What follows belongs to an exercise in optimizing a design on an open flow for small area, a short achievable clock period and few clock cycles per item; a production flow would make more cautious choices.
Power is estimated from default activity; no workload was simulated.

==> run a <==
==> flow/design.v <==
`default_nettype none
package ahbm_pkg;
   localparam int HADDR_W    = 32;
   localparam int HDATA_W    = 32;
   localparam int BUF_IDX_W  = 6;     
   localparam int BUF_DEPTH  = 64;
   localparam int BEAT_CNT_W = 4;     
   localparam logic [1:0] IDLE   = 2'b00;
   localparam logic [1:0] NONSEQ = 2'b10;
   localparam logic [1:0] SEQ    = 2'b11;
   localparam logic [2:0] WORD   = 3'b010;
endpackage
`default_nettype wire
`timescale 1ns/1ps
`default_nettype none
module ahbm_word_buffer (
   input  wire                             hclk,
   input  wire                             wr_en_i,
   input  wire [ahbm_pkg::BUF_IDX_W-1:0]   wr_idx_i,
   input  wire [ahbm_pkg::HDATA_W-1:0]     wr_data_i,
   input  wire [ahbm_pkg::BUF_IDX_W-1:0]   rd_idx_i,
   output logic [ahbm_pkg::HDATA_W-1:0]    rd_data_o
);
   logic [ahbm_pkg::HDATA_W-1:0] mem [ahbm_pkg::BUF_DEPTH];
   always_ff @(posedge hclk) begin
      if (wr_en_i) begin
         mem[wr_idx_i] <= wr_data_i;
      end
   end
   logic [ahbm_pkg::BUF_DEPTH-1:0] rd_sel;
   always_comb begin
      rd_sel = '0;
      rd_sel[rd_idx_i] = 1'b1;
      rd_data_o = '0;
      for (int i = 0; i < ahbm_pkg::BUF_DEPTH; i++) begin
         rd_data_o = rd_data_o | (mem[i] & {ahbm_pkg::HDATA_W{rd_sel[i]}});
      end
   end
endmodule
`default_nettype wire
`timescale 1ns/1ps
`default_nettype none
module ahbm_data_phase (
   input  wire                                hclk,
   input  wire                                hreset,
   input  wire                                cmd_accept_i,
   output logic                               busy_o,
   input  wire [1:0]                          htrans_i,
   input  wire                                hwrite_i,
   input  wire                                last_i,
   input  wire [ahbm_pkg::BUF_IDX_W-1:0]      idx_i,        
   input  wire                                hready_i,
   input  wire [ahbm_pkg::HDATA_W-1:0]        hrdata_i,
   output logic [ahbm_pkg::HDATA_W-1:0]       hwdata_o,
   output logic                               buf_wr_en_o,
   output logic [ahbm_pkg::BUF_IDX_W-1:0]     buf_wr_idx_o,
   output logic [ahbm_pkg::HDATA_W-1:0]       buf_wr_data_o,
   input  wire [ahbm_pkg::HDATA_W-1:0]        buf_rd_data_i
);
   logic                            dp_valid;
   logic                            dp_write;
   logic                            dp_last;
   logic [ahbm_pkg::BUF_IDX_W-1:0]  dp_idx;
   logic                            dp_done;
   assign dp_done = dp_valid && hready_i;
   always_ff @(posedge hclk) begin
      if (!hreset) begin
         dp_valid    <= 1'b0;
         busy_o      <= 1'b0;
         buf_wr_en_o <= 1'b0;
      end else begin
         if (hready_i) dp_valid <= htrans_i[1];
         if (cmd_accept_i)           busy_o <= 1'b1;
         else if (dp_done && dp_last) busy_o <= 1'b0;
         buf_wr_en_o <= dp_done && !dp_write;
      end
   end
   always_ff @(posedge hclk) begin
      if (hready_i) begin
         dp_write <= hwrite_i;
         dp_last  <= last_i;
         dp_idx   <= idx_i;
      end
      buf_wr_idx_o  <= dp_idx;
      buf_wr_data_o <= hrdata_i;
      if (htrans_i[1] && hwrite_i && hready_i) hwdata_o <= buf_rd_data_i;
   end
endmodule
`default_nettype wire
`timescale 1ns/1ps
`default_nettype none
module ahbm_sequencer (
   input  wire                                hclk,
   input  wire                                hreset,
   input  wire                                cmd_valid_i,
   input  wire                                cmd_write_i,
   input  wire [2:0]                          cmd_burst_i,
   input  wire [ahbm_pkg::HADDR_W-1:0]        cmd_addr_i,
   input  wire                                busy_i,
   input  wire                                hgrant_i,
   output logic                               hbusreq_o,
   input  wire                                hready_i,
   output logic [1:0]                         htrans_o,
   output logic                               hwrite_o,
   output logic [2:0]                         hburst_o,
   output logic [ahbm_pkg::HADDR_W-1:0]       haddr_o,
   output logic                               last_o       
);
   logic                               own_q;         
   logic                               own;           
   logic                               cmd_accept;
   logic                               beat_accept;
   logic [ahbm_pkg::BEAT_CNT_W-1:0]    beats_left;    
   function automatic logic [ahbm_pkg::BEAT_CNT_W-1:0] burst_left(input logic [2:0] burst);
      case (burst)
         3'b011:  burst_left = 4'd3;      
         3'b101:  burst_left = 4'd7;      
         3'b111:  burst_left = 4'd15;     
         default: burst_left = 4'd0;      
      endcase
   endfunction
   assign own         = hready_i ? hgrant_i : own_q;
   assign cmd_accept  = cmd_valid_i && !busy_i;
   assign beat_accept = htrans_o[1] && hready_i;
   assign last_o      = (beats_left == '0);
   always_ff @(posedge hclk) begin
      if (!hreset) own_q <= hready_i && hgrant_i;
      else         own_q <= own;
   end
   always_ff @(posedge hclk) begin
      if (cmd_accept) begin
         hwrite_o   <= cmd_write_i;
         hburst_o   <= cmd_burst_i;
         haddr_o    <= cmd_addr_i;
         beats_left <= burst_left(cmd_burst_i);
      end else if (beat_accept && !last_o) begin
         haddr_o    <= haddr_o + ahbm_pkg::HADDR_W'(4);
         beats_left <= beats_left - 1'b1;
      end
   end
   always_ff @(posedge hclk) begin
      if (!hreset) begin
         hbusreq_o <= 1'b0;
         htrans_o  <= ahbm_pkg::IDLE;
      end else if (cmd_accept) begin
         hbusreq_o <= !own;
         htrans_o  <= own ? ahbm_pkg::NONSEQ : ahbm_pkg::IDLE;
      end else if (hbusreq_o) begin
         if (own) begin
            hbusreq_o <= 1'b0;
            htrans_o  <= ahbm_pkg::NONSEQ;
         end
      end else if (beat_accept) begin
         htrans_o  <= last_o ? ahbm_pkg::IDLE : ahbm_pkg::SEQ;
      end
   end
endmodule
`default_nettype wire
`timescale 1ns/1ps
`default_nettype none
module ahbm_top (
   input  wire          hclk,
   input  wire          hreset,
   input  wire          cmd_write_i,
   input  wire [2:0]    cmd_burst_i,
   input  wire [31:0]   cmd_addr_i,
   input  wire          cmd_valid_i,
   output logic         busy_o,
   input  wire          hgrant_i,
   output logic         hbusreq_o,
   output logic [1:0]   htrans_o,
   output logic         hwrite_o,
   output logic [2:0]   hsize_o,
   output logic [2:0]   hburst_o,
   output logic [31:0]  haddr_o,
   input  wire          hready_i,
   output logic [31:0]  hwdata_o,
   input  wire [31:0]   hrdata_i
);
   logic                             last;
   logic                             buf_wr_en;
   logic [ahbm_pkg::BUF_IDX_W-1:0]   buf_wr_idx;
   logic [ahbm_pkg::HDATA_W-1:0]     buf_wr_data;
   logic [ahbm_pkg::HDATA_W-1:0]     buf_rd_data;
   assign hsize_o = ahbm_pkg::WORD;
   ahbm_sequencer sequencer_inst (
      .hclk        (hclk),
      .hreset      (hreset),
      .cmd_valid_i (cmd_valid_i),
      .cmd_write_i (cmd_write_i),
      .cmd_burst_i (cmd_burst_i),
      .cmd_addr_i  (cmd_addr_i),
      .busy_i      (busy_o),
      .hgrant_i    (hgrant_i),
      .hbusreq_o   (hbusreq_o),
      .hready_i    (hready_i),
      .htrans_o    (htrans_o),
      .hwrite_o    (hwrite_o),
      .hburst_o    (hburst_o),
      .haddr_o     (haddr_o),
      .last_o      (last)
   );
   ahbm_data_phase data_phase_inst (
      .hclk          (hclk),
      .hreset        (hreset),
      .cmd_accept_i  (cmd_valid_i && !busy_o),
      .busy_o        (busy_o),
      .htrans_i      (htrans_o),
      .hwrite_i      (hwrite_o),
      .last_i        (last),
      .idx_i         (haddr_o[ahbm_pkg::BUF_IDX_W+1:2]),
      .hready_i      (hready_i),
      .hrdata_i      (hrdata_i),
      .hwdata_o      (hwdata_o),
      .buf_wr_en_o   (buf_wr_en),
      .buf_wr_idx_o  (buf_wr_idx),
      .buf_wr_data_o (buf_wr_data),
      .buf_rd_data_i (buf_rd_data)
   );
   ahbm_word_buffer word_buffer_inst (
      .hclk      (hclk),
      .wr_en_i   (buf_wr_en),
      .wr_idx_i  (buf_wr_idx),
      .wr_data_i (buf_wr_data),
      .rd_idx_i  (haddr_o[ahbm_pkg::BUF_IDX_W+1:2]),
      .rd_data_o (buf_rd_data)
   );
endmodule
`default_nettype wire
`timescale 1ns/1ps
`default_nettype none
module ahbm_dma (
   input  wire          hclk,
   input  wire          hreset,         
   input  wire          cmd_write_i,
   input  wire [2:0]    cmd_burst_i,
   input  wire [31:0]   cmd_addr_i,
   input  wire          cmd_valid_i,
   output wire          busy_o,
   input  wire          hgrant_i,
   output wire          hbusreq_o,
   output wire [1:0]    htrans_o,
   output wire          hwrite_o,
   output wire [2:0]    hsize_o,
   output wire [2:0]    hburst_o,
   output wire [31:0]   haddr_o,
   input  wire          hready_i,
   input  wire [1:0]    hresp_i,
   output wire [31:0]   hwdata_o,
   input  wire [31:0]   hrdata_i
);
   ahbm_top ahbm_top_inst (
      .hclk        (hclk),
      .hreset      (hreset),
      .cmd_write_i (cmd_write_i),
      .cmd_burst_i (cmd_burst_i),
      .cmd_addr_i  (cmd_addr_i),
      .cmd_valid_i (cmd_valid_i),
      .busy_o      (busy_o),
      .hgrant_i    (hgrant_i),
      .hbusreq_o   (hbusreq_o),
      .htrans_o    (htrans_o),
      .hwrite_o    (hwrite_o),
      .hsize_o     (hsize_o),
      .hburst_o    (hburst_o),
      .haddr_o     (haddr_o),
      .hready_i    (hready_i),
      .hwdata_o    (hwdata_o),
      .hrdata_i    (hrdata_i)
   );
endmodule
`default_nettype wire
==> flow/run.sh <==
#!/bin/bash
# synth_recipe.tcl (not shown) runs the flow's synth.tcl, then flattens the netlist and writes it again
# the make line also repeats each setting of config.mk as NAME=value (left out here)
make -C /OpenROAD-flow-scripts/flow DESIGN_CONFIG=/design/flow/config.mk WORK_HOME=/design/flow/orfs CLKGATE_MAP_FILE= SYNTH_SCRIPT=/design/flow/synth_recipe.tcl finish
==> flow/config.mk <==
export PLATFORM = sky130hd
export DESIGN_NAME = ahbm_dma
export DESIGN_NICKNAME = ahbm_dma
export VERILOG_FILES = /design/flow/design.v
export SDC_FILE = /design/flow/constraint.sdc
export NUM_CORES = 4
export LEC_CHECK = 0
export CAP_MARGIN = 20
export CORE_MARGIN = 2
export CORE_UTILIZATION = 40
export SLEW_MARGIN = 20
==> flow/constraint.sdc <==
create_clock -name core_clock -period 3.5 [get_ports {hclk}]
set_input_delay 0.7000 -clock core_clock [delete_from_list [all_inputs] [get_ports {hclk}]]
set_output_delay 0.7000 -clock core_clock [all_outputs]
set_load 0.01 [all_outputs]
==> inputs of run b, as changes to run a <==
==> flow/design.v, changed modules only <==
module ahbm_aoi22 (
   input  wire  a1,
   input  wire  a2,
   input  wire  b1,
   input  wire  b2,
   output wire  y
);
   assign y = ~((a1 & a2) | (b1 & b2));
endmodule
module ahbm_nand4 (
   input  wire  a,
   input  wire  b,
   input  wire  c,
   input  wire  d,
   output wire  y
);
   assign y = ~(a & b & c & d);
endmodule
module ahbm_rd_bit (
   input  wire [63:0]  d_i,
   input  wire [7:0]   lo_i,      
   input  wire [7:0]   hi_i,      
   output wire         q_o
);
   wire [31:0] g_n;
   wire [7:0]  g;
   wire [3:0]  f_n;
   for (genvar k = 0; k < 32; k++) begin : g_aoi
      assign g_n[k] = ~((d_i[2*k] & lo_i[(2*k)%8]) | (d_i[2*k+1] & lo_i[(2*k+1)%8]));
   end
   for (genvar k = 0; k < 8; k++) begin : g_nand
      assign g[k] = ~(g_n[4*k] & g_n[4*k+1] & g_n[4*k+2] & g_n[4*k+3]);
   end
   for (genvar k = 0; k < 4; k++) begin : f_aoi
      assign f_n[k] = ~((g[2*k] & hi_i[2*k]) | (g[2*k+1] & hi_i[2*k+1]));
   end
   assign q_o = ~(f_n[0] & f_n[1] & f_n[2] & f_n[3]);
endmodule
module ahbm_word_buffer (
   input  wire                             hclk,
   input  wire                             wr_en_i,
   input  wire [ahbm_pkg::BUF_IDX_W-1:0]   wr_idx_i,
   input  wire [ahbm_pkg::HDATA_W-1:0]     wr_data_i,
   input  wire [7:0]                       rd_lo_i,    
   input  wire [7:0]                       rd_hi_i,    
   output logic [ahbm_pkg::HDATA_W-1:0]    rd_data_o
);
   logic [ahbm_pkg::HDATA_W-1:0]   mem [ahbm_pkg::BUF_DEPTH];
   logic [7:0]                     wr_hi, wr_lo;
   assign wr_hi = 8'b1 << wr_idx_i[5:3];
   assign wr_lo = 8'b1 << wr_idx_i[2:0];
   always_ff @(posedge hclk) begin
      for (int i = 0; i < ahbm_pkg::BUF_DEPTH; i++) begin
         if (wr_en_i && wr_hi[i/8] && wr_lo[i%8]) mem[i] <= wr_data_i;
      end
   end
   for (genvar b = 0; b < ahbm_pkg::HDATA_W; b++) begin : g_rd
      logic [63:0] col;
      for (genvar i = 0; i < ahbm_pkg::BUF_DEPTH; i++) begin : g_col
         assign col[i] = mem[i][b];
      end
      ahbm_rd_bit u_rd (.d_i(col), .lo_i(rd_lo_i), .hi_i(rd_hi_i), .q_o(rd_data_o[b]));
   end
endmodule
module ahbm_data_phase (
   input  wire                                hclk,
   input  wire                                hreset,
   input  wire                                cmd_accept_i,
   output logic                               busy_o,
   input  wire [1:0]                          htrans_i,
   input  wire                                hwrite_i,
   input  wire                                last_i,
   input  wire [ahbm_pkg::BUF_IDX_W-1:0]      idx_i,        
   input  wire                                hready_i,
   input  wire [ahbm_pkg::HDATA_W-1:0]        hrdata_i,
   output logic [ahbm_pkg::HDATA_W-1:0]       hwdata_o,
   output logic                               buf_wr_en_o,
   output logic [ahbm_pkg::BUF_IDX_W-1:0]     buf_wr_idx_o,
   output logic [ahbm_pkg::HDATA_W-1:0]       buf_wr_data_o,
   input  wire [ahbm_pkg::HDATA_W-1:0]        buf_rd_data_i
);
   logic                            dp_valid;
   logic                            dp_write;
   logic                            dp_last;
   logic [ahbm_pkg::BUF_IDX_W-1:0]  dp_idx;
   logic                            dp_done;
   assign dp_done = dp_valid && hready_i;
   assign buf_wr_en_o   = dp_done && !dp_write;
   assign buf_wr_idx_o  = dp_idx;
   assign buf_wr_data_o = hrdata_i;
   always_ff @(posedge hclk) begin
      if (!hreset) begin
         dp_valid    <= 1'b0;
         busy_o      <= 1'b0;
      end else begin
         if (hready_i) dp_valid <= htrans_i[1];
         if (cmd_accept_i)           busy_o <= 1'b1;
         else if (dp_done && dp_last) busy_o <= 1'b0;
      end
   end
   always_ff @(posedge hclk) begin
      if (hready_i) begin
         dp_write <= hwrite_i;
         dp_last  <= last_i;
         dp_idx   <= idx_i;
      end
      if (htrans_i[1] && hwrite_i && hready_i) hwdata_o <= buf_rd_data_i;
   end
endmodule
module ahbm_sequencer (
   input  wire                                hclk,
   input  wire                                hreset,
   input  wire                                cmd_valid_i,
   input  wire                                cmd_write_i,
   input  wire [2:0]                          cmd_burst_i,
   input  wire [ahbm_pkg::HADDR_W-1:0]        cmd_addr_i,
   input  wire                                busy_i,
   input  wire                                hgrant_i,
   output logic                               hbusreq_o,
   input  wire                                hready_i,
   output logic [1:0]                         htrans_o,
   output logic                               hwrite_o,
   output logic [2:0]                         hburst_o,
   output logic [ahbm_pkg::HADDR_W-1:0]       haddr_o,
   output logic                               last_o,      
   output logic [7:0]                         idx_lo_o,    
   output logic [7:0]                         idx_hi_o     
);
   logic                               own_q;         
   logic                               own;           
   logic                               cmd_accept;
   logic                               beat_accept;
   logic [ahbm_pkg::BEAT_CNT_W-1:0]    beats_left;    
   function automatic logic [ahbm_pkg::BEAT_CNT_W-1:0] burst_left(input logic [2:0] burst);
      case (burst)
         3'b011:  burst_left = 4'd3;      
         3'b101:  burst_left = 4'd7;      
         3'b111:  burst_left = 4'd15;     
         default: burst_left = 4'd0;      
      endcase
   endfunction
   assign own         = hready_i ? hgrant_i : own_q;
   assign cmd_accept  = cmd_valid_i && !busy_i;
   assign beat_accept = htrans_o[1] && hready_i;
   assign last_o      = (beats_left == '0);
   always_ff @(posedge hclk) begin
      if (!hreset) own_q <= hready_i && hgrant_i;
      else         own_q <= own;
   end
   always_ff @(posedge hclk) begin
      if (cmd_accept) begin
         hwrite_o   <= cmd_write_i;
         hburst_o   <= cmd_burst_i;
         haddr_o    <= cmd_addr_i;
         beats_left <= burst_left(cmd_burst_i);
         idx_lo_o   <= 8'b1 << cmd_addr_i[4:2];
         idx_hi_o   <= 8'b1 << cmd_addr_i[7:5];
      end else if (beat_accept && !last_o) begin
         haddr_o    <= haddr_o + ahbm_pkg::HADDR_W'(4);
         beats_left <= beats_left - 1'b1;
         idx_lo_o   <= {idx_lo_o[6:0], idx_lo_o[7]};
         if (idx_lo_o[7]) idx_hi_o <= {idx_hi_o[6:0], idx_hi_o[7]};
      end
   end
   always_ff @(posedge hclk) begin
      if (!hreset) begin
         hbusreq_o <= 1'b0;
         htrans_o  <= ahbm_pkg::IDLE;
      end else if (cmd_accept) begin
         hbusreq_o <= !own;
         htrans_o  <= own ? ahbm_pkg::NONSEQ : ahbm_pkg::IDLE;
      end else if (hbusreq_o) begin
         if (own) begin
            hbusreq_o <= 1'b0;
            htrans_o  <= ahbm_pkg::NONSEQ;
         end
      end else if (beat_accept) begin
         htrans_o  <= last_o ? ahbm_pkg::IDLE : ahbm_pkg::SEQ;
      end
   end
endmodule
module ahbm_top (
   input  wire          hclk,
   input  wire          hreset,
   input  wire          cmd_write_i,
   input  wire [2:0]    cmd_burst_i,
   input  wire [31:0]   cmd_addr_i,
   input  wire          cmd_valid_i,
   output logic         busy_o,
   input  wire          hgrant_i,
   output logic         hbusreq_o,
   output logic [1:0]   htrans_o,
   output logic         hwrite_o,
   output logic [2:0]   hsize_o,
   output logic [2:0]   hburst_o,
   output logic [31:0]  haddr_o,
   input  wire          hready_i,
   output logic [31:0]  hwdata_o,
   input  wire [31:0]   hrdata_i
);
   logic                             last;
   logic [7:0]                       idx_lo, idx_hi;
   logic                             buf_wr_en;
   logic [ahbm_pkg::BUF_IDX_W-1:0]   buf_wr_idx;
   logic [ahbm_pkg::HDATA_W-1:0]     buf_wr_data;
   logic [ahbm_pkg::HDATA_W-1:0]     buf_rd_data;
   assign hsize_o = ahbm_pkg::WORD;
   ahbm_sequencer sequencer_inst (
      .hclk        (hclk),
      .hreset      (hreset),
      .cmd_valid_i (cmd_valid_i),
      .cmd_write_i (cmd_write_i),
      .cmd_burst_i (cmd_burst_i),
      .cmd_addr_i  (cmd_addr_i),
      .busy_i      (busy_o),
      .hgrant_i    (hgrant_i),
      .hbusreq_o   (hbusreq_o),
      .hready_i    (hready_i),
      .htrans_o    (htrans_o),
      .hwrite_o    (hwrite_o),
      .hburst_o    (hburst_o),
      .haddr_o     (haddr_o),
      .last_o      (last),
      .idx_lo_o    (idx_lo),
      .idx_hi_o    (idx_hi)
   );
   ahbm_data_phase data_phase_inst (
      .hclk          (hclk),
      .hreset        (hreset),
      .cmd_accept_i  (cmd_valid_i && !busy_o),
      .busy_o        (busy_o),
      .htrans_i      (htrans_o),
      .hwrite_i      (hwrite_o),
      .last_i        (last),
      .idx_i         (haddr_o[ahbm_pkg::BUF_IDX_W+1:2]),
      .hready_i      (hready_i),
      .hrdata_i      (hrdata_i),
      .hwdata_o      (hwdata_o),
      .buf_wr_en_o   (buf_wr_en),
      .buf_wr_idx_o  (buf_wr_idx),
      .buf_wr_data_o (buf_wr_data),
      .buf_rd_data_i (buf_rd_data)
   );
   ahbm_word_buffer word_buffer_inst (
      .hclk      (hclk),
      .wr_en_i   (buf_wr_en),
      .wr_idx_i  (buf_wr_idx),
      .wr_data_i (buf_wr_data),
      .rd_lo_i   (idx_lo),
      .rd_hi_i   (idx_hi),
      .rd_data_o (buf_rd_data)
   );
endmodule
- CTS_BUF_LIST: unset -> sky130_fd_sc_hd__clkbuf_8 sky130_fd_sc_hd__clkbuf_16
- CTS_CLUSTER_SIZE: unset -> 30
- SETUP_SLACK_MARGIN: unset -> 1.0
- SYNTH_HIERARCHICAL: unset -> 1
- SYNTH_MINIMUM_KEEP_SIZE: unset -> 0
==> run notes <==
Outcome: run a finished with violations; run b no timing/DRC/antenna violations
Reasons for failing layout checks: run a negative setup slack; run b -
R2r setup slk: run a -0.57 ns; run b 0.91 ns
Detailed-routed wire length on met2: run a 140000 microns; run b 100000 microns
Via count of the first global-routing pass: run a 51000; run b 42300
Sequential element share of the synthesized area: run a 81.1%; run b 80.7%
Source of the worst register-to-register timing path: run a ahbm_top_inst.sequencer_inst.haddr_o[3]$_DFFE_PP_; run b ahbm_top_inst.sequencer_inst.idx_lo_o[1]$_DFFE_PP_
End point of the critical path: run a ahbm_top_inst.data_phase_inst.hwdata_o[18]$_DFFE_PP_; run b ahbm_top_inst.data_phase_inst.hwdata_o[30]$_DFFE_PP_
Comb power: run a 5.27 mW; run b 3.74 mW
Setup crit start: run a ahbm_top_inst.sequencer_inst.haddr_o[3]$_DFFE_PP_; run b ahbm_top_inst.sequencer_inst.idx_lo_o[1]$_DFFE_PP_
Avg WL per Cell: run a 38.7 microns; run b 28.9 microns
Count of fill cells added during filler insertion: run a 16000; run b 16800
Number of setup buffers added after CTS: run a 54; run b 30
Number of antenna violations at the first check in global routing: run a 12; run b 8
Multi-Input Combinational: run a 2053; run b 1747
Average vias per placed instance: run a 6.50; run b 5.93
Hold path endpoint: run a ahbm_top_inst.data_phase_inst.buf_wr_data_o[2]$_DFF_P_; run b ahbm_top_inst.word_buffer_inst.mem[13][18]$_DFFE_PP_
Unique cell type count in the Yosys netlist: run a 85; run b 52
Share of the core filled with cells: run a 51.8%; run b 46.0%
Mean cell area of the mapped netlist: run a 17.8 sq um; run b 18.9 sq um
First-pass GRT wire length: run a 433000 microns; run b 304000 microns
Yosys synthesis warning count: run a 3; run b 10
WHS: run a 0.245 ns; run b 0.304 ns
Combined area of the multi-input logic cells: run a 16600 sq um; run b 12800 sq um
Function was not checked in any run of this note: the RTL went through the layout flow alone.

-- re-timing with driven ports --
In the flow no input, the clock included, has a driving cell. The finished layouts below were timed again as built, in two steps.
Step 1 assumes that a clkbuf_16 drives the clock port and a buf_2 every other input.
Step 2 times the ports against the registers' clock, not the clock port: input delays grow and output delays shrink by t, the midpoint of the rising clock arrivals with the driver on.
Three values: ideal, step 1, step 2; two values: the first two.
run	t, ns	setup slack, ns	worst hold slack (ns)
run a	0.955	-0.572 / -0.572 / -0.572	0.245 / 0.189 / 0.339
run b	0.911	0.911 / 0.911 / 0.278	0.304 / 0.242 / 0.504
For run b, which loses most, drivers alone change the setup slack by 0.000 ns; drivers and shift together by -0.633 ns.
